From an optimization exercise on the open Yosys and OpenROAD flow, aimed at small area and a short achievable clock period; shortcuts taken in it are not production practice. Function was not checked in any run shown here: the RTL went through the layout flow alone.

[flow/design.v]
`timescale 1ns/100ps
module xgmii_rx_top #(
    parameter int STAT_W = 32
) (
    input  logic              clk,
    input  logic              inv_aresetn,
    input  logic [63:0]       xgmii_d_i,
    input  logic [7:0]        xgmii_c_i,
    output logic [63:0]       tdata_o,
    output logic [7:0]        tkeep_o,
    output logic              tvalid_o,
    output logic              tlast_o,
    output logic              tuser_o,
    output logic [STAT_W-1:0] good_frames_o,
    output logic [STAT_W-1:0] bad_frames_o
);
    logic [7:0]  c;
    logic [63:0] d;
    logic        dat_in, term_in, early_in, err_in;
    logic [1:0]  tch_in;
    logic [2:0]  lane_in;
    logic [1:0]  sofp_in;
    logic [7:0]  first_ctl, eq_fd;
    logic [63:0] masked;
    assign c = xgmii_c_i;
    assign d = xgmii_d_i;
    assign dat_in = (c == 8'h00);
    assign term_in  = c[7] && ((~c[6:0] | c[7:1]) == 7'h7F);
    assign early_in = term_in && c[4];
    assign err_in   = !dat_in && !term_in;
    assign sofp_in[0] = ({d[27:0], c} == 36'h5_5555_FB01);
    assign sofp_in[1] = (d[63:28] == 36'hD_5555_5555);
    assign lane_in[2] = ~c[3];
    assign lane_in[1] = (~c[1] & c[3]) | ~c[5];
    assign lane_in[0] = (~c[0] & c[1]) | (~c[2] & c[3]) | (~c[4] & c[5]) | ~c[6];
    assign first_ctl = c & ~{c[6:0], 1'b0};
    always_comb begin
        for (int j = 0; j < 8; j++) begin
            eq_fd[j] = (d[8*j +: 8] == 8'hFD);
            masked[8*j +: 8] = d[8*j +: 8] & {8{~c[j]}};
        end
    end
    assign tch_in[0] = |(first_ctl[3:0] & eq_fd[3:0]);
    assign tch_in[1] = |(first_ctl[7:4] & eq_fd[7:4]);
    logic [63:0] d1_q;       
    logic [2:0]  lane_q;     
    logic [1:0]  tch_q;      
    logic [1:0]  sofp_q;     
    logic        nf_q;       
    logic        hp_q;       
    logic        fin_q;      
    logic        fin_hp_q;   
    logic        beat2_q;    
    logic        good2_q;    
    logic [31:0] crc_q;
    logic [7:1]  keep_q;     
    logic        sof;
    logic        frame;
    logic        late_q;
    logic        fin_beat;
    logic [31:0] crc_nxt;
    logic [31:0] resid;
    logic        crc_ok;
    logic [7:0]  keep_last;
    assign sof      = &sofp_q;
    assign frame    = hp_q || (nf_q && sof);
    assign late_q   = lane_q[2] && (lane_q[1:0] != 2'd0);
    assign fin_beat = late_q || fin_hp_q;
    wire x96 = crc_q[18] ^ d1_q[13];
    wire x97 = crc_q[19] ^ d1_q[12];
    wire x98 = crc_q[20] ^ d1_q[11];
    wire x99 = crc_q[28] ^ d1_q[3];
    wire x100 = crc_q[15] ^ d1_q[16];
    wire x101 = crc_q[27] ^ d1_q[4];
    wire x102 = crc_q[26] ^ d1_q[5];
    wire x103 = crc_q[25] ^ d1_q[6];
    wire x104 = crc_q[23] ^ d1_q[8];
    wire x105 = crc_q[24] ^ d1_q[7];
    wire x106 = crc_q[12] ^ d1_q[19];
    wire x107 = crc_q[22] ^ d1_q[9];
    wire x108 = crc_q[1] ^ d1_q[30];
    wire x109 = crc_q[21] ^ d1_q[10];
    wire x110 = crc_q[17] ^ d1_q[14];
    wire x111 = crc_q[16] ^ d1_q[15];
    wire x112 = crc_q[0] ^ d1_q[31];
    wire x113 = crc_q[29] ^ d1_q[2];
    wire x114 = crc_q[30] ^ d1_q[1];
    wire x115 = x96 ^ x99;
    wire x116 = crc_q[9] ^ d1_q[22];
    wire x117 = crc_q[7] ^ d1_q[24];
    wire x118 = crc_q[10] ^ d1_q[21];
    wire x119 = crc_q[6] ^ d1_q[25];
    wire x120 = crc_q[8] ^ d1_q[23];
    wire x121 = crc_q[13] ^ d1_q[18];
    wire x122 = crc_q[31] ^ d1_q[0];
    wire x123 = crc_q[5] ^ d1_q[26];
    wire x124 = crc_q[14] ^ d1_q[17];
    wire x125 = crc_q[11] ^ d1_q[20];
    wire x126 = d1_q[39] ^ x101;
    wire x127 = x97 ^ x98;
    wire x128 = d1_q[32] ^ d1_q[54];
    wire x129 = crc_q[2] ^ d1_q[29];
    wire x130 = crc_q[4] ^ d1_q[27];
    wire x131 = crc_q[3] ^ d1_q[28];
    wire x132 = x100 ^ x103;
    wire x133 = x102 ^ x112;
    wire x134 = d1_q[36] ^ x105;
    wire x135 = d1_q[37] ^ x104;
    wire x136 = d1_q[56] ^ x109;
    wire x137 = d1_q[60] ^ x107;
    wire x138 = d1_q[34] ^ x106;
    wire x139 = d1_q[55] ^ x108;
    wire x140 = d1_q[47] ^ x115;
    wire x141 = d1_q[35] ^ d1_q[38];
    wire x142 = d1_q[44] ^ x111;
    wire x143 = x110 ^ x114;
    wire x144 = d1_q[49] ^ d1_q[61];
    wire x145 = d1_q[51] ^ d1_q[59];
    wire x146 = d1_q[43] ^ d1_q[57];
    wire x147 = d1_q[50] ^ d1_q[58];
    wire x148 = d1_q[46] ^ d1_q[62];
    wire x149 = d1_q[45] ^ x119;
    wire x150 = d1_q[40] ^ x125;
    wire x151 = d1_q[41] ^ x118;
    wire x152 = d1_q[63] ^ x124;
    wire x153 = x113 ^ x122;
    wire x154 = x128 ^ x130;
    wire x155 = d1_q[53] ^ x123;
    wire x156 = d1_q[42] ^ x116;
    wire x157 = d1_q[48] ^ x139;
    wire x158 = x133 ^ x136;
    wire x159 = x127 ^ x151;
    wire x160 = d1_q[33] ^ x126;
    wire x161 = x117 ^ x120;
    wire x162 = x121 ^ x129;
    wire x163 = d1_q[52] ^ x138;
    wire x164 = x134 ^ x148;
    wire x165 = d1_q[63] ^ x135;
    wire x166 = x132 ^ x141;
    wire x167 = d1_q[34] ^ x131;
    wire x168 = d1_q[38] ^ x121;
    wire x169 = x98 ^ x154;
    wire x170 = d1_q[52] ^ x119;
    wire x171 = d1_q[33] ^ x111;
    wire x172 = x117 ^ x129;
    wire x173 = x123 ^ x131;
    wire x174 = d1_q[62] ^ x104;
    wire x175 = d1_q[59] ^ x146;
    wire x176 = x106 ^ x143;
    wire x177 = x126 ^ x137;
    wire x178 = x142 ^ x149;
    wire x179 = d1_q[35] ^ x155;
    wire x180 = x157 ^ x163;
    wire x181 = d1_q[50] ^ d1_q[57];
    wire x182 = d1_q[34] ^ d1_q[58];
    wire x183 = d1_q[42] ^ d1_q[43];
    wire x184 = d1_q[37] ^ x124;
    wire x185 = x107 ^ x109;
    wire x186 = x101 ^ x144;
    wire x187 = x108 ^ x147;
    wire x188 = x97 ^ x120;
    wire x189 = x96 ^ x145;
    wire x190 = d1_q[39] ^ x113;
    wire x191 = d1_q[46] ^ x105;
    wire x192 = x102 ^ x122;
    wire x193 = d1_q[44] ^ x118;
    wire x194 = x125 ^ x144;
    wire x195 = d1_q[54] ^ x145;
    wire x196 = x99 ^ x116;
    wire x197 = d1_q[45] ^ x147;
    wire x198 = x97 ^ x152;
    wire x199 = x137 ^ x162;
    wire x200 = d1_q[61] ^ x127;
    wire x201 = x110 ^ x153;
    wire x202 = x161 ^ x168;
    wire x203 = x134 ^ x153;
    wire x204 = x159 ^ x166;
    wire x205 = x100 ^ x140;
    wire x206 = x142 ^ x158;
    wire x207 = d1_q[36] ^ d1_q[40];
    wire x208 = d1_q[32] ^ d1_q[60];
    wire x209 = d1_q[47] ^ d1_q[49];
    wire x210 = d1_q[55] ^ d1_q[56];
    wire x211 = d1_q[48] ^ d1_q[57];
    wire x212 = d1_q[32] ^ d1_q[53];
    wire x213 = x130 ^ x131;
    wire x214 = d1_q[41] ^ x110;
    wire x215 = x107 ^ x146;
    wire x216 = x105 ^ x182;
    wire x217 = d1_q[60] ^ x114;
    wire x218 = x111 ^ x121;
    wire x219 = d1_q[58] ^ x103;
    wire x220 = d1_q[51] ^ x141;
    wire x221 = d1_q[45] ^ x104;
    wire x222 = x102 ^ x209;
    wire x223 = d1_q[40] ^ x113;
    wire x224 = x103 ^ x148;
    wire x225 = d1_q[56] ^ x112;
    wire x226 = x112 ^ x145;
    wire x227 = x100 ^ x174;
    wire x228 = x149 ^ x187;
    wire x229 = x138 ^ x156;
    wire x230 = x153 ^ x171;
    wire x231 = x135 ^ x143;
    wire x232 = x152 ^ x156;
    wire x233 = x106 ^ x154;
    wire x234 = x128 ^ x155;
    wire x235 = x172 ^ x195;
    wire x236 = d1_q[41] ^ x156;
    wire x237 = x114 ^ x194;
    wire x238 = x142 ^ x191;
    wire x239 = d1_q[59] ^ x150;
    wire x240 = d1_q[35] ^ x167;
    wire x241 = x133 ^ x150;
    wire x242 = x190 ^ x196;
    wire x243 = x115 ^ x170;
    wire x244 = x132 ^ x189;
    wire x245 = x96 ^ x184;
    wire x246 = x161 ^ x193;
    wire x247 = x101 ^ x152;
    wire x248 = x127 ^ x135;
    wire x249 = x132 ^ x173;
    wire x250 = x137 ^ x186;
    wire x251 = x140 ^ x164;
    wire x252 = x160 ^ x244;
    wire x253 = x158 ^ x160;
    wire x254 = x140 ^ x199;
    wire x255 = x165 ^ x233;
    wire x256 = x159 ^ x243;
    wire x257 = x163 ^ x242;
    wire x258 = x165 ^ x169;
    wire x259 = x158 ^ x250;
    wire x260 = x160 ^ x176;
    wire x261 = x166 ^ x177;
    wire x262 = x203 ^ x239;
    wire x263 = d1_q[39] ^ d1_q[57];
    wire x264 = x263 ^ x133;
    wire x265 = x138 ^ x162;
    wire x266 = x185 ^ x220;
    wire x267 = x165 ^ x230;
    wire x268 = x234 ^ x264;
    wire x269 = x265 ^ x266;
    wire x270 = x205 ^ x267;
    wire x271 = x268 ^ x269;
    wire x272 = x270 ^ x271;
    wire x273 = d1_q[35] ^ d1_q[51];
    wire x274 = d1_q[54] ^ x100;
    wire x275 = x108 ^ x129;
    wire x276 = x181 ^ x273;
    wire x277 = x126 ^ x136;
    wire x278 = x170 ^ x173;
    wire x279 = x192 ^ x274;
    wire x280 = x275 ^ x276;
    wire x281 = x176 ^ x198;
    wire x282 = x277 ^ x278;
    wire x283 = x279 ^ x280;
    wire x284 = x251 ^ x281;
    wire x285 = x282 ^ x283;
    wire x286 = x284 ^ x285;
    wire x287 = d1_q[47] ^ d1_q[55];
    wire x288 = x117 ^ x144;
    wire x289 = x181 ^ x287;
    wire x290 = x127 ^ x149;
    wire x291 = x173 ^ x224;
    wire x292 = x288 ^ x289;
    wire x293 = x290 ^ x291;
    wire x294 = x292 ^ x253;
    wire x295 = x255 ^ x293;
    wire x296 = x294 ^ x295;
    wire x297 = d1_q[44] ^ x99;
    wire x298 = x149 ^ x155;
    wire x299 = x297 ^ x157;
    wire x300 = x164 ^ x169;
    wire x301 = x202 ^ x298;
    wire x302 = x259 ^ x299;
    wire x303 = x300 ^ x301;
    wire x304 = x302 ^ x303;
    wire x305 = d1_q[61] ^ x116;
    wire x306 = x146 ^ x208;
    wire x307 = x152 ^ x192;
    wire x308 = x305 ^ x306;
    wire x309 = x178 ^ x202;
    wire x310 = x307 ^ x308;
    wire x311 = x180 ^ x252;
    wire x312 = x309 ^ x310;
    wire x313 = x311 ^ x312;
    wire x314 = x96 ^ x147;
    wire x315 = x136 ^ x174;
    wire x316 = x175 ^ x314;
    wire x317 = x177 ^ x179;
    wire x318 = x198 ^ x201;
    wire x319 = x229 ^ x246;
    wire x320 = x315 ^ x316;
    wire x321 = x317 ^ x318;
    wire x322 = x319 ^ x320;
    wire x323 = x321 ^ x322;
    wire x324 = d1_q[33] ^ x107;
    wire x325 = x120 ^ x210;
    wire x326 = x156 ^ x168;
    wire x327 = x175 ^ x216;
    wire x328 = x324 ^ x325;
    wire x329 = x227 ^ x237;
    wire x330 = x326 ^ x327;
    wire x331 = x328 ^ x256;
    wire x332 = x329 ^ x330;
    wire x333 = x331 ^ x332;
    wire x334 = d1_q[39] ^ d1_q[48];
    wire x335 = d1_q[61] ^ x117;
    wire x336 = x210 ^ x334;
    wire x337 = x155 ^ x216;
    wire x338 = x335 ^ x336;
    wire x339 = x232 ^ x241;
    wire x340 = x337 ^ x338;
    wire x341 = x204 ^ x254;
    wire x342 = x339 ^ x340;
    wire x343 = x341 ^ x342;
    wire x344 = d1_q[32] ^ x120;
    wire x345 = x122 ^ x131;
    wire x346 = x139 ^ x150;
    wire x347 = x224 ^ x226;
    wire x348 = x344 ^ x345;
    wire x349 = x179 ^ x199;
    wire x350 = x247 ^ x346;
    wire x351 = x347 ^ x348;
    wire x352 = x256 ^ x349;
    wire x353 = x350 ^ x351;
    wire x354 = x352 ^ x353;
    wire x355 = x109 ^ x124;
    wire x356 = x213 ^ x355;
    wire x357 = x200 ^ x227;
    wire x358 = x228 ^ x235;
    wire x359 = x241 ^ x356;
    wire x360 = x257 ^ x357;
    wire x361 = x358 ^ x359;
    wire x362 = x360 ^ x361;
    wire x363 = x105 ^ x122;
    wire x364 = x133 ^ x186;
    wire x365 = x187 ^ x217;
    wire x366 = x363 ^ x140;
    wire x367 = x240 ^ x246;
    wire x368 = x364 ^ x365;
    wire x369 = x258 ^ x366;
    wire x370 = x367 ^ x368;
    wire x371 = x369 ^ x370;
    wire x372 = d1_q[43] ^ d1_q[48];
    wire x373 = x108 ^ x116;
    wire x374 = x125 ^ x372;
    wire x375 = x188 ^ x189;
    wire x376 = x218 ^ x222;
    wire x377 = x373 ^ x374;
    wire x378 = x164 ^ x375;
    wire x379 = x376 ^ x377;
    wire x380 = x255 ^ x261;
    wire x381 = x378 ^ x379;
    wire x382 = x380 ^ x381;
    wire x383 = x118 ^ x128;
    wire x384 = x211 ^ x185;
    wire x385 = x197 ^ x383;
    wire x386 = x164 ^ x200;
    wire x387 = x201 ^ x232;
    wire x388 = x384 ^ x385;
    wire x389 = x252 ^ x386;
    wire x390 = x387 ^ x388;
    wire x391 = x389 ^ x390;
    wire x392 = d1_q[57] ^ x212;
    wire x393 = x137 ^ x174;
    wire x394 = x197 ^ x392;
    wire x395 = x140 ^ x237;
    wire x396 = x393 ^ x394;
    wire x397 = x204 ^ x206;
    wire x398 = x395 ^ x396;
    wire x399 = x397 ^ x398;
    wire x400 = x150 ^ x175;
    wire x401 = x201 ^ x238;
    wire x402 = x248 ^ x400;
    wire x403 = x180 ^ x259;
    wire x404 = x401 ^ x402;
    wire x405 = x403 ^ x404;
    wire x406 = x98 ^ x183;
    wire x407 = x134 ^ x136;
    wire x408 = x195 ^ x219;
    wire x409 = x221 ^ x406;
    wire x410 = x157 ^ x407;
    wire x411 = x408 ^ x409;
    wire x412 = x254 ^ x260;
    wire x413 = x410 ^ x411;
    wire x414 = x412 ^ x413;
    wire x415 = d1_q[33] ^ d1_q[37];
    wire x416 = d1_q[39] ^ d1_q[41];
    wire x417 = d1_q[42] ^ d1_q[55];
    wire x418 = x147 ^ x415;
    wire x419 = x416 ^ x417;
    wire x420 = x138 ^ x226;
    wire x421 = x418 ^ x419;
    wire x422 = x198 ^ x238;
    wire x423 = x249 ^ x420;
    wire x424 = x421 ^ x422;
    wire x425 = x423 ^ x424;
    wire x426 = d1_q[49] ^ d1_q[62];
    wire x427 = x102 ^ x146;
    wire x428 = x207 ^ x426;
    wire x429 = x132 ^ x168;
    wire x430 = x171 ^ x214;
    wire x431 = x427 ^ x428;
    wire x432 = x169 ^ x228;
    wire x433 = x429 ^ x430;
    wire x434 = x431 ^ x432;
    wire x435 = x433 ^ x434;
    wire x436 = d1_q[32] ^ d1_q[40];
    wire x437 = d1_q[42] ^ x110;
    wire x438 = x144 ^ x211;
    wire x439 = x436 ^ x126;
    wire x440 = x172 ^ x437;
    wire x441 = x438 ^ x179;
    wire x442 = x245 ^ x439;
    wire x443 = x440 ^ x206;
    wire x444 = x441 ^ x442;
    wire x445 = x443 ^ x444;
    wire x446 = d1_q[36] ^ d1_q[38];
    wire x447 = d1_q[43] ^ x446;
    wire x448 = x167 ^ x170;
    wire x449 = x188 ^ x214;
    wire x450 = x225 ^ x447;
    wire x451 = x157 ^ x177;
    wire x452 = x448 ^ x449;
    wire x453 = x450 ^ x205;
    wire x454 = x451 ^ x452;
    wire x455 = x453 ^ x454;
    wire x456 = d1_q[46] ^ x130;
    wire x457 = x141 ^ x139;
    wire x458 = x156 ^ x171;
    wire x459 = x223 ^ x456;
    wire x460 = x140 ^ x235;
    wire x461 = x248 ^ x457;
    wire x462 = x458 ^ x459;
    wire x463 = x460 ^ x461;
    wire x464 = x462 ^ x463;
    wire x465 = d1_q[37] ^ d1_q[46];
    wire x466 = x109 ^ x120;
    wire x467 = x129 ^ x465;
    wire x468 = x134 ^ x143;
    wire x469 = x167 ^ x190;
    wire x470 = x197 ^ x466;
    wire x471 = x467 ^ x159;
    wire x472 = x234 ^ x468;
    wire x473 = x469 ^ x470;
    wire x474 = x471 ^ x472;
    wire x475 = x473 ^ x474;
    wire x476 = d1_q[36] ^ d1_q[51];
    wire x477 = x114 ^ x476;
    wire x478 = x150 ^ x162;
    wire x479 = x222 ^ x477;
    wire x480 = x178 ^ x249;
    wire x481 = x478 ^ x479;
    wire x482 = x257 ^ x258;
    wire x483 = x480 ^ x481;
    wire x484 = x482 ^ x483;
    wire x485 = d1_q[48] ^ d1_q[50];
    wire x486 = x119 ^ x485;
    wire x487 = x154 ^ x167;
    wire x488 = x172 ^ x193;
    wire x489 = x215 ^ x486;
    wire x490 = x164 ^ x231;
    wire x491 = x247 ^ x487;
    wire x492 = x488 ^ x489;
    wire x493 = x205 ^ x490;
    wire x494 = x491 ^ x492;
    wire x495 = x493 ^ x494;
    wire x496 = x97 ^ x183;
    wire x497 = x132 ^ x161;
    wire x498 = x194 ^ x213;
    wire x499 = x221 ^ x225;
    wire x500 = x496 ^ x179;
    wire x501 = x230 ^ x497;
    wire x502 = x498 ^ x499;
    wire x503 = x251 ^ x500;
    wire x504 = x501 ^ x502;
    wire x505 = x503 ^ x504;
    wire x506 = d1_q[35] ^ x102;
    wire x507 = x103 ^ x113;
    wire x508 = x120 ^ x123;
    wire x509 = x130 ^ x208;
    wire x510 = x143 ^ x191;
    wire x511 = x506 ^ x507;
    wire x512 = x508 ^ x509;
    wire x513 = x178 ^ x200;
    wire x514 = x236 ^ x510;
    wire x515 = x511 ^ x512;
    wire x516 = x180 ^ x513;
    wire x517 = x514 ^ x515;
    wire x518 = x516 ^ x517;
    wire x519 = x98 ^ x117;
    wire x520 = x212 ^ x151;
    wire x521 = x175 ^ x196;
    wire x522 = x223 ^ x519;
    wire x523 = x165 ^ x176;
    wire x524 = x178 ^ x520;
    wire x525 = x521 ^ x522;
    wire x526 = x261 ^ x523;
    wire x527 = x524 ^ x525;
    wire x528 = x526 ^ x527;
    wire x529 = d1_q[39] ^ d1_q[52];
    wire x530 = d1_q[62] ^ x118;
    wire x531 = x182 ^ x183;
    wire x532 = x529 ^ x115;
    wire x533 = x530 ^ x531;
    wire x534 = x202 ^ x231;
    wire x535 = x532 ^ x533;
    wire x536 = x206 ^ x262;
    wire x537 = x534 ^ x535;
    wire x538 = x536 ^ x537;
    wire x539 = d1_q[61] ^ x125;
    wire x540 = x139 ^ x188;
    wire x541 = x215 ^ x219;
    wire x542 = x220 ^ x539;
    wire x543 = x203 ^ x236;
    wire x544 = x245 ^ x540;
    wire x545 = x541 ^ x542;
    wire x546 = x260 ^ x543;
    wire x547 = x544 ^ x545;
    wire x548 = x546 ^ x547;
    wire x549 = d1_q[56] ^ x128;
    wire x550 = x181 ^ x207;
    wire x551 = x115 ^ x135;
    wire x552 = x162 ^ x192;
    wire x553 = x217 ^ x549;
    wire x554 = x550 ^ x229;
    wire x555 = x551 ^ x552;
    wire x556 = x553 ^ x204;
    wire x557 = x554 ^ x555;
    wire x558 = x556 ^ x557;
    wire x559 = d1_q[49] ^ d1_q[53];
    wire x560 = d1_q[55] ^ x559;
    wire x561 = x184 ^ x218;
    wire x562 = x560 ^ x159;
    wire x563 = x240 ^ x561;
    wire x564 = x253 ^ x262;
    wire x565 = x562 ^ x563;
    wire x566 = x564 ^ x565;
    wire x567 = d1_q[36] ^ d1_q[58];
    wire x568 = x99 ^ x124;
    wire x569 = x567 ^ x143;
    wire x570 = x150 ^ x185;
    wire x571 = x568 ^ x160;
    wire x572 = x166 ^ x169;
    wire x573 = x569 ^ x570;
    wire x574 = x180 ^ x571;
    wire x575 = x572 ^ x573;
    wire x576 = x574 ^ x575;
    assign crc_nxt[0] = x272;
    assign crc_nxt[1] = x286;
    assign crc_nxt[2] = x296;
    assign crc_nxt[3] = x304;
    assign crc_nxt[4] = x313;
    assign crc_nxt[5] = x323;
    assign crc_nxt[6] = x333;
    assign crc_nxt[7] = x343;
    assign crc_nxt[8] = x354;
    assign crc_nxt[9] = x362;
    assign crc_nxt[10] = x371;
    assign crc_nxt[11] = x382;
    assign crc_nxt[12] = x391;
    assign crc_nxt[13] = x399;
    assign crc_nxt[14] = x405;
    assign crc_nxt[15] = x414;
    assign crc_nxt[16] = x425;
    assign crc_nxt[17] = x435;
    assign crc_nxt[18] = x445;
    assign crc_nxt[19] = x455;
    assign crc_nxt[20] = x464;
    assign crc_nxt[21] = x475;
    assign crc_nxt[22] = x484;
    assign crc_nxt[23] = x495;
    assign crc_nxt[24] = x505;
    assign crc_nxt[25] = x518;
    assign crc_nxt[26] = x528;
    assign crc_nxt[27] = x538;
    assign crc_nxt[28] = x548;
    assign crc_nxt[29] = x558;
    assign crc_nxt[30] = x566;
    assign crc_nxt[31] = x576;
    always_comb begin
        case (lane_q)
            3'd0: resid = 32'h099C5421;
            3'd1: resid = 32'hC8721E29;
            3'd2: resid = 32'h91E9AE38;
            3'd3: resid = 32'h8AD76F98;
            3'd4: resid = 32'h6904BB59;
            3'd5: resid = 32'h8104C946;
            3'd6: resid = 32'h3A7ABC72;
            default: resid = 32'h4710BB9C;
        endcase
    end
    assign crc_ok = (crc_q == resid);
    always_comb begin
        case (lane_q)
            3'd0: keep_last = 8'h0F;
            3'd1: keep_last = 8'h1F;
            3'd2: keep_last = 8'h3F;
            3'd3: keep_last = 8'h7F;
            3'd4: keep_last = 8'hFF;
            3'd5: keep_last = 8'h01;
            3'd6: keep_last = 8'h03;
            default: keep_last = 8'h07;
        endcase
    end
    always_ff @(posedge clk) begin
        d1_q     <= masked;
        if (!fin_q) begin
            lane_q <= lane_in;
        end
        tch_q    <= tch_in;
        sofp_q   <= sofp_in;
        fin_hp_q <= hp_q;
        crc_q    <= sof ? 32'hFFFF_FFFF : crc_nxt;
        if (!((fin_q && !late_q) || beat2_q)) begin
            tdata_o <= d1_q;
        end
        keep_q   <= beat2_q ? keep_last[7:1] : 7'h7F;
    end
    assign tkeep_o = {keep_q, 1'b1};
    function automatic logic [STAT_W-1:0] toggles(logic [STAT_W-1:0] q, logic inc);
        logic [STAT_W-1:0] t;
        for (int g = 0; g < STAT_W / 4; g++) begin
            t[4*g] = inc && (&(q | ~({STAT_W{1'b1}} >> (STAT_W - 4*g))));
            for (int i = 1; i < 4; i++) begin
                t[4*g+i] = t[4*g+i-1] && q[4*g+i-1];
            end
        end
        toggles = t;
    endfunction
    logic [STAT_W-1:0] good_tgl, bad_tgl;
    assign good_tgl = toggles(good_frames_o, tvalid_o && tlast_o && tuser_o);
    assign bad_tgl  = toggles(bad_frames_o, tvalid_o && tlast_o && !tuser_o);
    always_ff @(posedge clk) begin
        tlast_o <= beat2_q || (hp_q && err_in);
        tuser_o <= good2_q && crc_ok;
    end
    always_ff @(posedge clk) begin
        if (inv_aresetn) begin
            nf_q          <= 1'b1;
            hp_q          <= 1'b0;
            fin_q         <= 1'b0;
            beat2_q       <= 1'b0;
            good2_q       <= 1'b0;
            tvalid_o      <= 1'b0;
            good_frames_o <= '0;
            bad_frames_o  <= '0;
        end else begin
            nf_q          <= !frame;
            hp_q          <= frame && dat_in;
            fin_q         <= frame && term_in;
            beat2_q       <= fin_q && fin_beat;
            good2_q       <= fin_q && fin_beat && (|tch_q);
            tvalid_o      <= beat2_q || (hp_q && !early_in);
            good_frames_o <= good_frames_o ^ good_tgl;
            bad_frames_o  <= bad_frames_o ^ bad_tgl;
        end
    end
endmodule
[flow/flow/run.sh]
#!/bin/bash
# Own layout flow: the standard ORFS flow (standard.sh), run in two
# parts with these changes:
# - plain sky130_fd_sc_hd__buf_2 cells as the port buffers;
# - extra don't-use cells (on top of the platform's list), which only steer
#   the choice of combinational cells; registers are unaffected:
#     synthesis: sky130_fd_sc_hd__xor3_1 sky130_fd_sc_hd__xor3_2 sky130_fd_sc_hd__xor3_4 sky130_fd_sc_hd__xnor3_1 sky130_fd_sc_hd__xnor3_2 sky130_fd_sc_hd__xnor3_4 sky130_fd_sc_hd__xnor2_2 sky130_fd_sc_hd__xnor2_4 sky130_fd_sc_hd__xor2_2 sky130_fd_sc_hd__xor2_4
#     placement to finish: sky130_fd_sc_hd__xor3_1 sky130_fd_sc_hd__xor3_2 sky130_fd_sc_hd__xor3_4 sky130_fd_sc_hd__xnor3_1 sky130_fd_sc_hd__xnor3_2 sky130_fd_sc_hd__xnor3_4
#   (synthesis maps the crc xor network to small two-input xor cells; the
#   later repair may still size a few of them up);
# - make settings: SETUP_SLACK_MARGIN=6.0 CTS_BUF_LIST=sky130_fd_sc_hd__clkbuf_16 CTS_CLUSTER_SIZE=25 CTS_CLUSTER_DIAMETER=100
#   SETUP_SLACK_MARGIN makes setup repair keep sizing and buffering until
#   paths are that far below the (unchanged) 9 ns clock period.
# Each part's full output goes to its own log in this folder.
set -euo pipefail
cd "$(dirname "$0")/.."
cp config.mk config.bench.mk
{
  echo "export BUFFER_PORTS_ARGS = -buffer_cell sky130_fd_sc_hd__buf_2"
  echo "export DONT_USE_CELLS = sky130_fd_sc_hd__xor3_1 sky130_fd_sc_hd__xor3_2 sky130_fd_sc_hd__xor3_4 sky130_fd_sc_hd__xnor3_1 sky130_fd_sc_hd__xnor3_2 sky130_fd_sc_hd__xnor3_4 sky130_fd_sc_hd__xnor2_2 sky130_fd_sc_hd__xnor2_4 sky130_fd_sc_hd__xor2_2 sky130_fd_sc_hd__xor2_4"
} > config.add.mk
cat config.bench.mk config.add.mk > config.mk
bash standard.sh SETUP_SLACK_MARGIN=6.0 CTS_BUF_LIST=sky130_fd_sc_hd__clkbuf_16 CTS_CLUSTER_SIZE=25 CTS_CLUSTER_DIAMETER=100 synth > standard_synth.log 2>&1
{
  echo "export BUFFER_PORTS_ARGS = -buffer_cell sky130_fd_sc_hd__buf_2"
  echo "export DONT_USE_CELLS = sky130_fd_sc_hd__xor3_1 sky130_fd_sc_hd__xor3_2 sky130_fd_sc_hd__xor3_4 sky130_fd_sc_hd__xnor3_1 sky130_fd_sc_hd__xnor3_2 sky130_fd_sc_hd__xnor3_4"
} > config.add.mk
cat config.bench.mk config.add.mk > config.mk
bash standard.sh SETUP_SLACK_MARGIN=6.0 CTS_BUF_LIST=sky130_fd_sc_hd__clkbuf_16 CTS_CLUSTER_SIZE=25 CTS_CLUSTER_DIAMETER=100 finish > standard.log 2>&1
cp config.bench.mk config.mk
[flow/standard.sh]
#!/bin/bash
# synth_recipe.tcl (not shown) runs the flow's synth.tcl, then flattens the netlist and writes it again
# the make line also repeats each setting of config.mk as NAME=value (left out here)
make -C /OpenROAD-flow-scripts/flow DESIGN_CONFIG=/design/flow/config.mk WORK_HOME=/design/flow/orfs CLKGATE_MAP_FILE= SYNTH_SCRIPT=/design/flow/synth_recipe.tcl "${@:-finish}"
[flow/config.mk]
export PLATFORM = sky130hd
export DESIGN_NAME = xgmii_rx_top
export DESIGN_NICKNAME = xgmii_rx_top
export VERILOG_FILES = /design/flow/design.v
export SDC_FILE = /design/flow/constraint.sdc
export NUM_CORES = 4
export LEC_CHECK = 0
export CAP_MARGIN = 20
export CORE_MARGIN = 2
export CORE_UTILIZATION = 40
export SETUP_SLACK_MARGIN = 0.2
export SLEW_MARGIN = 20
[flow/constraint.sdc]
create_clock -name core_clock -period 9.0 [get_ports {clk}]
set_input_delay 1.8000 -clock core_clock [delete_from_list [all_inputs] [get_ports {clk}]]
set_output_delay 1.8000 -clock core_clock [all_outputs]
set_load 0.01 [all_outputs]
==> results.py, run 1 <==
metrics = {
    "global_routing": {
        "grt_pass1_vias": 9018,
        "grt_overflow": 0,
        "grtUsageTotal_pct": 23.06,
        "grt_pass1_wl_mm": 57.41,
        "antenna_found_initial": 1,
        "grt_max_degree": 68,
    },
    "critical_path": {
        "crit_arrival_ns": 3.43,
        "cp.required_ns": 9.38,
        "cp-startpoint": "crc_q[14]",
        "critPathKind": "flop to flop",
        "crit_path_end_kind": "flop",
        "reg2reg_depth": 7,
        "start_kind": "flop",
        "r2r_start": "crc_q[14]",
        "cp_max_fo": 7,
    },
    "logic_synthesis": {
        "synth_area_leaders": "dfxtp_1 28%, xnor2_1 28%, edfxtp_1 16%",
        "synthDistinctLibCells": 48,
        "yosysMostFrequentCell": "xnor2_1",
        "syn_inst": 1216,
        "yosys_warnings": 1,
        "async_flop_share_pct": 0,
        "synth_area_mm2": 0.01279,
        "synth_top_area_share_pct": 28.18,
        "synth-seq-area-share_pct": 43.91,
        "ys.flop_type": "dfxtp_1",
        "synth_seq_cells": 247,
        "synth_edf_count": 67,
        "syn_nets": 1338,
        "synth_top_cell_by_area": "dfxtp_1",
        "ys_top_cells_by_count": "403 x xnor2_1, 180 x dfxtp_1, 113 x nor2b_1, 68 x xor2_1, 67 x edfxtp_1",
        "avgSynthCellArea_um2": 10.52,
    },
    "final_layout": {
        "regArea_mm2": 0.005617,
        "areaGrowthSynthToFinish_pct": 16.42,
        "finalNonFillerCells": 1823,
        "final_nets": 1535,
        "fillerInstances": 2985,
        "drive_above_1_share_pct": 19.44,
        "multi_input_area_mm2": 0.007124,
    },
    "floorplanning": {
        "top_level_ports": 213,
        "die_h_um": 182.8,
        "coreArea_mm2": 0.03156,
        "rows": 65,
        "initial_core_util_pct": 40.53,
        "dieWidth_um": 182.8,
        "dieArea_mm2": 0.03342,
    },
    "status": {
        "outcome": "timing/DRC/antenna clean",
    },
    "sta": {
        "fin_tns_setup_ns": 0,
        "fin_crit_sh_pct": 33.84,
        "grt_setup_unrepaired": "true",
        "finClkSkew_ns": 0.03240,
        "fmax_mhz": 328.3,
        "finalCriticalPeriod_ns": 3.046,
        "drv_slew": 0,
        "setup_viol": 0,
        "slew_headroom_pct": 34.65,
        "tightest_slew_ns": 0.9778,
        "hold_violations": 0,
    },
    "drt": {
        "wire_per_inst_um": 21.48,
        "postRouteAntennaNets": 0,
        "drc_errors": 0,
        "vias": 9274,
        "drt_iter0_drc": 757,
        "drt_pass1_iterations": 4,
        "drt-total-wl_mm": 39.15,
        "vias_per_cell": 5.087,
    },
    "clocking": {
        "clock_latency_ns": 0.51,
        "cts_hold_buffers": 0,
        "clk_pin_slew_ns": 0.10,
        "h-tree-depth": 1,
        "cts_root_buf": "clkbuf_16",
        "tritoncts": "yes",
        "clk_path_buf_depth": 3,
        "clock_sinks": 247,
        "post-cts-setup-buffer-count": 0,
        "cts_buffers": 14,
    },
    "placement": {
        "placed_cells": 1799,
        "hpwlAfterDp_mm": 31.17,
        "place_congestion": 1.009,
        "io_buffers": 211,
    },
    "worst_hold_path": {
        "holdCritPathClass": "flop to flop",
        "holdPathStages": 0,
        "worstHoldStart": "hp_q",
    },
    "flow_run": {
        "maxCapViolations": 0,
    },
}
-- area by class of cell --
cell class	instances	area share, %
antenna	1	0.01681
clock buffer	15	2.521
clock inverter	8	0.3278
inverter	15	0.3782
multi-input combinational	910	47.85
sequential	247	37.73
tap	402	3.378
timing repair buffer	225	7.799
-- through the flow --
| stage | hold slack (ns) | setup WS (ns) | area, um^2 | utilization [%] |
|---|---|---|---|---|
| global placement | 0.3730 | 5.726 | 14290 | 45.30 |
| CTS | 0.3757 | 5.987 | 14770 | 46.81 |
| detailed placement | 0.3755 | 5.778 | 14290 | 45.30 |
| finish | 0.3569 | 5.954 | 14890 | 47.18 |
| floorplan | 0.3640 | 6.015 | 12800 | - |
| global route | 0.3940 | 5.999 | 14890 | 47.18 |
-- cells by family after synthesis --
family	count (synthesis)	share of synthesized area, %
compound gates	73	3.610
mux	9	0.7533
other cells	1	0.02932
simple gates	307	12.90
xor+xnor	471	32.26
fa+ha+maj	49	4.775
flops	247	43.91
buf+inv	59	1.771
-- cell usage in the layout, fill, tap and decap left out, drive strengths merged, types with 4 or more instances in the layout --
master  instances
nor2           50
o22ai           4
nor3           15
mux2i           4
ha             48
nor2b         113
nor4           12
a31oi           8
nand4          24
dfxtp         180
mux2            5
edfxtp         67
xnor2         403
nand2          57
inv            22
o21ai          19
buf           225
a21oi          18
nand2b          5
clkbuf         15
a21o            5
nand3          16
xor2           68
-- repair_timing --
action,in CTS,in global routing
cloned,0,0
setup endpoints to repair,11,26
gates resized for setup,8,15
-- metal layers --
| layer | GRT usage, % | up-vias | wire length [um] |
|---|---|---|---|
| met2 | 36.97 | 381 | 17950 |
| met4 | 8.576 | 0 | 1343 |
| met3 | 3.177 | 81 | 2762 |
| met5 | 0 | - | 0 |
| li1 | - | 4391 | - |
| met1 | 31.76 | 4421 | 17090 |
-- state kept, by name (all words and copies together), names as in the netlist --
signal / count
beat2_q: 1
sofp_q: 2
fin_q: 1
crc_q: 32
hp_q: 1
keep_q: 7
good2_q: 1
tlast_o: 1
tvalid_o: 1
good_frames_o: 32
tuser_o: 1
lane_q: 3
bad_frames_o: 32
nf_q: 1
d1_q: 64
fin_hp_q: 1
tdata_o: 64
tch_q: 2
-- worst paths after layout --
check / endpoint / slack, ns
setup / recovery: crc_q[23] / 5.95
hold / removal: fin_hp_q / 0.36
setup reg to reg: crc_q[23] / 5.95
hold reg to reg: fin_hp_q / 0.36
-- critical path, cell delays in order (launching register included) --
cell	delay, ns
dfxtp_1	0.60
xnor2_2	0.26
xnor2_1	0.64
xnor2_1	0.19
xnor2_1	0.31
xnor2_1	0.14
xnor2_1	0.38
mux2_2	0.40
==> inputs of run 2 (changes only) <==
--- a/flow/flow/run.sh
+++ b/flow/flow/run.sh
@@ -8,7 +8,7 @@
 #     placement to finish: sky130_fd_sc_hd__xor3_1 sky130_fd_sc_hd__xor3_2 sky130_fd_sc_hd__xor3_4 sky130_fd_sc_hd__xnor3_1 sky130_fd_sc_hd__xnor3_2 sky130_fd_sc_hd__xnor3_4
 #   (synthesis maps the crc xor network to small two-input xor cells; the
 #   later repair may still size a few of them up);
-# - make settings: SETUP_SLACK_MARGIN=6.0 CTS_BUF_LIST=sky130_fd_sc_hd__clkbuf_16 CTS_CLUSTER_SIZE=25 CTS_CLUSTER_DIAMETER=100
+# - make settings: SETUP_SLACK_MARGIN=6.1 CTS_BUF_LIST=sky130_fd_sc_hd__clkbuf_16 CTS_CLUSTER_SIZE=25 CTS_CLUSTER_DIAMETER=100
 #   SETUP_SLACK_MARGIN makes setup repair keep sizing and buffering until
 #   paths are that far below the (unchanged) 9 ns clock period.
 # Each part's full output goes to its own log in this folder.
@@ -20,11 +20,11 @@
   echo "export DONT_USE_CELLS = sky130_fd_sc_hd__xor3_1 sky130_fd_sc_hd__xor3_2 sky130_fd_sc_hd__xor3_4 sky130_fd_sc_hd__xnor3_1 sky130_fd_sc_hd__xnor3_2 sky130_fd_sc_hd__xnor3_4 sky130_fd_sc_hd__xnor2_2 sky130_fd_sc_hd__xnor2_4 sky130_fd_sc_hd__xor2_2 sky130_fd_sc_hd__xor2_4"
 } > config.add.mk
 cat config.bench.mk config.add.mk > config.mk
-bash standard.sh SETUP_SLACK_MARGIN=6.0 CTS_BUF_LIST=sky130_fd_sc_hd__clkbuf_16 CTS_CLUSTER_SIZE=25 CTS_CLUSTER_DIAMETER=100 synth > standard_synth.log 2>&1
+bash standard.sh SETUP_SLACK_MARGIN=6.1 CTS_BUF_LIST=sky130_fd_sc_hd__clkbuf_16 CTS_CLUSTER_SIZE=25 CTS_CLUSTER_DIAMETER=100 synth > standard_synth.log 2>&1
 {
   echo "export BUFFER_PORTS_ARGS = -buffer_cell sky130_fd_sc_hd__buf_2"
   echo "export DONT_USE_CELLS = sky130_fd_sc_hd__xor3_1 sky130_fd_sc_hd__xor3_2 sky130_fd_sc_hd__xor3_4 sky130_fd_sc_hd__xnor3_1 sky130_fd_sc_hd__xnor3_2 sky130_fd_sc_hd__xnor3_4"
 } > config.add.mk
 cat config.bench.mk config.add.mk > config.mk
-bash standard.sh SETUP_SLACK_MARGIN=6.0 CTS_BUF_LIST=sky130_fd_sc_hd__clkbuf_16 CTS_CLUSTER_SIZE=25 CTS_CLUSTER_DIAMETER=100 finish > standard.log 2>&1
+bash standard.sh SETUP_SLACK_MARGIN=6.1 CTS_BUF_LIST=sky130_fd_sc_hd__clkbuf_16 CTS_CLUSTER_SIZE=25 CTS_CLUSTER_DIAMETER=100 finish > standard.log 2>&1
 cp config.bench.mk config.mk
==> run 2 against run 1 <==
Net effect: still clean; final cell count about the same; global-route usage down 0.13 points; worst setup slack better by 0.14 ns; flip-flop and latch count unchanged; wire length about the same; critical path depth down 6; non-clock buffer count unchanged; maximum frequency up 4.9%; critical path type is now flop to primary output.
==> results.py, run 2 <==
metrics = {
    "drt": {
        "drt-total-wl_mm": 39.15,
        "drt_iter0_drc": 675,
        "vias_per_cell": 5.063,
        "drt_pass1_iterations": 5,
        "postRouteAntennaNets": 0,
        "vias": 9235,
        "drc_errors": 0,
        "wire_per_inst_um": 21.46,
    },
    "sta": {
        "tightest_slew_ns": 0.9166,
        "fin_crit_sh_pct": 32.26,
        "drv_slew": 0,
        "fin_ws_ns": 6.096,
        "slew_headroom_pct": 38.89,
        "fmax_mhz": 344.4,
        "setup_viol": 0,
        "finClkSkew_ns": 0.01721,
        "grt_setup_unrepaired": "true",
        "finalCriticalPeriod_ns": 2.904,
        "hold_violations": 0,
        "fin_tns_setup_ns": 0,
    },
    "clocking": {
        "clock_latency_ns": 0.51,
        "cts_hold_buffers": 0,
        "cts_root_buf": "clkbuf_16",
        "clock_sinks": 247,
        "clk_path_buf_depth": 3,
        "cts_buffers": 14,
        "tritoncts": "yes",
        "clk_pin_slew_ns": 0.10,
        "post-cts-setup-buffer-count": 0,
        "h-tree-depth": 1,
    },
    "logic_synthesis": {
        "synth_edf_count": 67,
        "synth_top_area_share_pct": 28.18,
        "syn_inst": 1216,
        "yosys_warnings": 1,
        "async_flop_share_pct": 0,
        "ys_top_cells_by_count": "403 x xnor2_1, 180 x dfxtp_1, 113 x nor2b_1, 68 x xor2_1, 67 x edfxtp_1",
        "synth_area_mm2": 0.01279,
        "ys.flop_type": "dfxtp_1",
        "yosysMostFrequentCell": "xnor2_1",
        "synthDistinctLibCells": 48,
        "synth_seq_cells": 247,
        "synth-seq-area-share_pct": 43.91,
        "syn_nets": 1338,
        "avgSynthCellArea_um2": 10.52,
        "synth_area_leaders": "dfxtp_1 28%, xnor2_1 28%, edfxtp_1 16%",
        "synth_top_cell_by_area": "dfxtp_1",
    },
    "floorplanning": {
        "coreArea_mm2": 0.03156,
        "initial_core_util_pct": 40.53,
        "top_level_ports": 213,
        "dieWidth_um": 182.8,
        "rows": 65,
        "dieArea_mm2": 0.03342,
        "die_h_um": 182.8,
    },
    "final_layout": {
        "areaGrowthSynthToFinish_pct": 16.83,
        "final_nets": 1536,
        "reg_top3": "d1_q: 64 flops, tdata_o: 64 flops",
        "finish.utilization_pct": 47.35,
        "drive_above_1_share_pct": 20.11,
        "final_cell_mix": "381 x xnor2_1, 211 x buf_2, 174 x dfxtp_1, 113 x nor2b_1",
        "antennaDiodeCount": 0,
        "layout_commonest_cell": "xnor2_1",
    },
    "critical_path": {
        "cp.required_ns": 7.20,
        "cp_top_family": "flip-flops",
        "start_kind": "flop",
        "r2r_start": "crc_q[12]",
        "crit_path_end_kind": "primary output",
        "critPathKind": "flop to primary output",
        "cp_cell_sequence": "buf_2",
        "crit_arrival_ns": 1.10,
        "slowest_stage": "dfxtp_2",
        "max_stage_delay_ns": 0.44,
        "path_buf_inv": 1,
        "cp_max_fo": 4,
        "cp-startpoint": "tuser_o",
    },
    "flow_run": {
        "maxCapViolations": 0,
    },
    "status": {
        "outcome": "timing/DRC/antenna clean",
    },
    "global_routing": {
        "grt_pass1_vias": 8923,
        "grt_pass1_wl_mm": 56.95,
        "antenna_found_initial": 0,
        "grt_overflow": 0,
        "grtUsageTotal_pct": 22.92,
        "grt_max_degree": 68,
    },
    "worst_hold_path": {
        "worstHoldStart": "hp_q",
        "holdCritPathClass": "flop to flop",
    },
    "placement": {
        "io_buffers": 211,
        "hpwlAfterDp_mm": 31.17,
        "dp_slack_ns": 5.802,
        "place_congestion": 1.041,
    },
}
run 2: final cells by class:
| class | count | area, um^2 |
|---|---|---|
| Fill cell | 3011 | 16610 |
| Multi-Input combinational cell | 911 | 7149 |
| Sequential cell | 247 | 5623 |
| Timing Repair Buffer | 225 | 1161 |
| Tap cell | 402 | 503.0 |
| Clock buffer | 16 | 400.4 |
| Inverter | 15 | 56.30 |
| Clock inverter | 8 | 47.55 |
run 2: cells by family after synthesis:
kind of cell / synth area share [%]
fa+ha+maj: 4.775
buf+inv: 1.771
flops: 43.91
simple gates: 12.90
xor+xnor: 32.26
compound gates: 3.610
other cells: 0.02932
mux: 0.7533
run 2: per-stage QoR:
step	cell area, um^2	hold slack [ns]	std cells
final	14940	0.3789	1824
after global routing	14940	0.3982	1824
after CTS	14830	0.3794	1823
after detailed placement	14290	0.3786	1799
after global placement	14290	0.3754	1799
after floorplan	12800	0.3640	1216
run 2: metal layers:
layer / share of wire [%] / global-route usage, % / up-vias
met5: 0 / 0 / -
met4: 3.4 / 7.392 / 0
met3: 7.1 / 3.118 / 68
met2: 45 / 36.75 / 361
met1: 44 / 32.07 / 4402
li1: - / - / 4404
run 2: path summary, 6_finish.rpt:
kind,end,slack (ns),depth (start not counted)
setup / recovery,tuser_o,6.10,1
hold / removal,fin_hp_q,0.38,0
setup reg to reg,crc_q[4],6.15,8
hold reg to reg,fin_hp_q,0.38,0
run 2: what timing repair did:
item | CTS | global route
gates resized for setup | 13 | 18
pin swaps | 0 | 1
setup endpoints to repair | 14 | 37
endpoints found under the hold margin | 0 | 0
cloned | 0 | 1
==> inputs of run 3 (changes only) <==
--- a/flow/flow/run.sh
+++ b/flow/flow/run.sh
@@ -8,7 +8,9 @@
 #     placement to finish: sky130_fd_sc_hd__xor3_1 sky130_fd_sc_hd__xor3_2 sky130_fd_sc_hd__xor3_4 sky130_fd_sc_hd__xnor3_1 sky130_fd_sc_hd__xnor3_2 sky130_fd_sc_hd__xnor3_4
 #   (synthesis maps the crc xor network to small two-input xor cells; the
 #   later repair may still size a few of them up);
-# - make settings: SETUP_SLACK_MARGIN=6.1 CTS_BUF_LIST=sky130_fd_sc_hd__clkbuf_16 CTS_CLUSTER_SIZE=25 CTS_CLUSTER_DIAMETER=100
+# - clock tree: clkbuf_16 only, sink clusters of up to 25 within 100 um,
+#   no dummy loads;
+# - make settings: SETUP_SLACK_MARGIN=6.1
 #   SETUP_SLACK_MARGIN makes setup repair keep sizing and buffering until
 #   paths are that far below the (unchanged) 9 ns clock period.
 # Each part's full output goes to its own log in this folder.
@@ -18,13 +20,15 @@
 {
   echo "export BUFFER_PORTS_ARGS = -buffer_cell sky130_fd_sc_hd__buf_2"
   echo "export DONT_USE_CELLS = sky130_fd_sc_hd__xor3_1 sky130_fd_sc_hd__xor3_2 sky130_fd_sc_hd__xor3_4 sky130_fd_sc_hd__xnor3_1 sky130_fd_sc_hd__xnor3_2 sky130_fd_sc_hd__xnor3_4 sky130_fd_sc_hd__xnor2_2 sky130_fd_sc_hd__xnor2_4 sky130_fd_sc_hd__xor2_2 sky130_fd_sc_hd__xor2_4"
+  echo "export CTS_ARGS = -sink_clustering_enable -repair_clock_nets -sink_clustering_size 25 -sink_clustering_max_diameter 100 -buf_list sky130_fd_sc_hd__clkbuf_16 -dont_use_dummy_load"
 } > config.add.mk
 cat config.bench.mk config.add.mk > config.mk
-bash standard.sh SETUP_SLACK_MARGIN=6.1 CTS_BUF_LIST=sky130_fd_sc_hd__clkbuf_16 CTS_CLUSTER_SIZE=25 CTS_CLUSTER_DIAMETER=100 synth > standard_synth.log 2>&1
+bash standard.sh SETUP_SLACK_MARGIN=6.1 synth > standard_synth.log 2>&1
 {
   echo "export BUFFER_PORTS_ARGS = -buffer_cell sky130_fd_sc_hd__buf_2"
   echo "export DONT_USE_CELLS = sky130_fd_sc_hd__xor3_1 sky130_fd_sc_hd__xor3_2 sky130_fd_sc_hd__xor3_4 sky130_fd_sc_hd__xnor3_1 sky130_fd_sc_hd__xnor3_2 sky130_fd_sc_hd__xnor3_4"
+  echo "export CTS_ARGS = -sink_clustering_enable -repair_clock_nets -sink_clustering_size 25 -sink_clustering_max_diameter 100 -buf_list sky130_fd_sc_hd__clkbuf_16 -dont_use_dummy_load"
 } > config.add.mk
 cat config.bench.mk config.add.mk > config.mk
-bash standard.sh SETUP_SLACK_MARGIN=6.1 CTS_BUF_LIST=sky130_fd_sc_hd__clkbuf_16 CTS_CLUSTER_SIZE=25 CTS_CLUSTER_DIAMETER=100 finish > standard.log 2>&1
+bash standard.sh SETUP_SLACK_MARGIN=6.1 finish > standard.log 2>&1
 cp config.bench.mk config.mk
==> run 3 against run 2 <==
Net effect: worst setup slack worse by 0.0049 ns; largest cell class unchanged; synthesized cell count unchanged.
==> results.py, run 3 <==
metrics = {
    "final_layout": {
        "multi_input_area_mm2": 0.007149,
        "reg_top3": "d1_q: 64 flops, tdata_o: 64 flops",
        "drive_above_1_share_pct": 19.90,
        "finish.utilization_pct": 47.04,
        "areaGrowthSynthToFinish_pct": 16.07,
        "layout_commonest_cell": "xnor2_1",
        "final_cell_mix": "381 x xnor2_1, 211 x buf_2, 175 x dfxtp_1, 113 x nor2b_1",
        "fillerInstances": 3015,
        "final_nets": 1536,
        "regArea_mm2": 0.005624,
        "antennaDiodeCount": 0,
    },
    "logic_synthesis": {
        "async_flop_share_pct": 0,
        "synth_top_cell_by_area": "dfxtp_1",
        "synth_mux_area_share_pct": 0.7534,
        "ys_top_cells_by_count": "403 x xnor2_1, 180 x dfxtp_1, 113 x nor2b_1, 68 x xor2_1, 67 x edfxtp_1",
        "synth_simple_gate_area_share_pct": 12.90,
        "synth_top_area_share_pct": 28.18,
        "synth_top_family_by_area": "XOR/XNOR gates",
        "synthDistinctLibCells": 48,
        "synth_xor_area_share_pct": 32.26,
        "synth_edf_count": 67,
        "synth-adder-area-share_pct": 4.774,
        "yosys_warnings": 1,
        "synth_compound_area_share_pct": 3.610,
        "syn_nets": 1338,
        "avgSynthCellArea_um2": 10.52,
        "synth_area_mm2": 0.01279,
        "synth-seq-area-share_pct": 43.91,
        "ys.flop_type": "dfxtp_1",
        "synth_area_leaders": "dfxtp_1 28%, xnor2_1 28%, edfxtp_1 16%",
        "yosysMostFrequentCell": "xnor2_1",
        "syn_inst": 1216,
        "synth_seq_cells": 247,
    },
    "clocking": {
        "h-tree-depth": 1,
        "clock_latency_ns": 0.50,
        "clock_sinks": 247,
        "clk_pin_slew_ns": 0.10,
        "tritoncts": "yes",
        "cts_root_buf": "clkbuf_16",
        "clk_path_buf_depth": 3,
        "cts_buffers": 14,
    },
    "floorplanning": {
        "die_h_um": 182.8,
        "top_level_ports": 213,
        "coreArea_mm2": 0.03156,
        "dieWidth_um": 182.8,
        "dieArea_mm2": 0.03342,
        "initial_core_util_pct": 40.53,
        "rows": 65,
    },
    "worst_hold_path": {
        "holdPathStages": 0,
        "holdCritPathClass": "flop to flop",
    },
    "sta": {
        "finClkSkew_ns": 0.03414,
        "fin_ws_ns": 6.091,
        "slew_headroom_pct": 37.79,
        "tightest_slew_ns": 0.9331,
        "holdWs_ns": 0.3819,
        "setup_viol": 0,
        "hold_violations": 0,
        "drv_slew": 0,
        "fin_tns_setup_ns": 0,
        "fmax_mhz": 343.8,
        "fin_crit_sh_pct": 32.32,
        "finalCriticalPeriod_ns": 2.909,
        "grt_setup_unrepaired": "true",
    },
    "global_routing": {
        "grt_max_degree": 68,
        "grt_pass1_vias": 8938,
        "antenna_found_initial": 0,
        "grtUsageTotal_pct": 22.87,
        "grt_pass1_wl_mm": 56.84,
        "grt_overflow": 0,
    },
    "status": {
        "outcome": "timing/DRC/antenna clean",
    },
    "placement": {
        "place_congestion": 1.041,
        "dp_slack_ns": 5.802,
        "hpwlAfterDp_mm": 31.17,
        "io_buffers": 211,
    },
    "critical_path": {
        "critPathKind": "flop to flop",
        "rrSetupSlack_ns": 6.09,
        "cp.required_ns": 9.39,
        "reg2reg_depth": 7,
        "cp_max_fo": 5,
        "crit_arrival_ns": 3.30,
        "crit_path_end_kind": "flop",
        "start_kind": "flop",
    },
    "drt": {
        "vias_per_cell": 5.096,
        "drc_errors": 0,
        "postRouteAntennaNets": 0,
        "wire_per_inst_um": 21.51,
        "vias": 9245,
        "drt_iter0_drc": 752,
        "drt_pass1_iterations": 5,
        "drt-total-wl_mm": 39.02,
    },
    "flow_run": {
        "maxCapViolations": 0,
    },
}
## run 3: cell counts after synthesis
Identical to the previous run, type by type.
## run 3: cells by family after synthesis
group,count (synthesis)
xor gates and xnor gates,471
and+or+nand+nor,307
DFF,247
AOI/OAI and AO/OA,73
buffers and inverters,59
adders and majority gates,49
muxes,9
other,1
## run 3: layout make-up
type	count	share of cell area, %
multi-input combinational	911	48.16
sequential	247	37.89
timing repair buffer	225	7.822
tap	402	3.388
clock buffer	14	2.360
inverter	15	0.3793
## run 3: critical path: stages, from the launching register on
cell     delay (ns)
dfxtp_1        0.54
xnor2_2        0.20
xnor2_1        0.55
xnor2_1        0.27
xnor2_1        0.19
xnor2_1        0.49
xnor2_1        0.21
mux2_2         0.35
## run 3: layer usage
metal / GRT usage, % / wire length [um] / vias to the layer above
met5: 0 / 0 / -
met4: 7.616 / 1362 / 0
met3: 3.336 / 2852 / 67
met2: 36.65 / 17680 / 378
met1: 31.79 / 17120 / 4414
li1: - / - / 4386
## run 3: path summary, 6_finish.rpt
kind | end | start
worst max register to register | crc_q[20] | crc_q[9]
worst max-delay path | crc_q[20] | crc_q[9]
worst min register to register | fin_hp_q | hp_q
worst min-delay path | fin_hp_q | hp_q
## run 3: through the flow
stage	cells	area, um^2
global route	1814	14840
CTS	1813	14730
detailed placement	1799	14290
global placement	1799	14290
finish	1814	14840
floorplan	1216	12800
## run 3: repair_timing
action,in CTS,in global routing
hold buffers,0,0
buffers inserted,0,0
gates cloned,0,1
endpoints found under the setup margin,14,47
pin swaps,0,1
resized for setup,12,19

afterwards: timing with drivers on the ports:
How much do the figures lean on ideal ports? The routed layouts below were timed once more, with nothing changed but the port constraints. Step 1 assumes that a clkbuf_16 drives the clock port and a buf_2 every other input. Step 2 also shifts input and output timing later by t, the mid clock arrival at the registers, as if the neighbouring blocks saw the same clock. Slacks: ideal ports / drivers / drivers and shift; pairs: ideal ports / drivers.
| run | t (ns) | setup WS [ns] | worst setup path at the end | clock arrival spread, ns |
|---|---|---|---|---|
| run 1 | 0.544 | 5.954 / 5.954 / 5.848 | input to register | 0.035 / 0.035 |
| run 2 | 0.551 | 6.096 / 6.046 / 5.841 | input to register | 0.018 / 0.018 |
| run 3 | 0.530 | 6.091 / 6.075 / 5.835 | input to register | 0.035 / 0.035 |
After both steps every run listed still meets setup and hold. For run 3, which loses most, drivers alone change the setup slack by -0.016 ns; drivers and shift together by -0.256 ns.
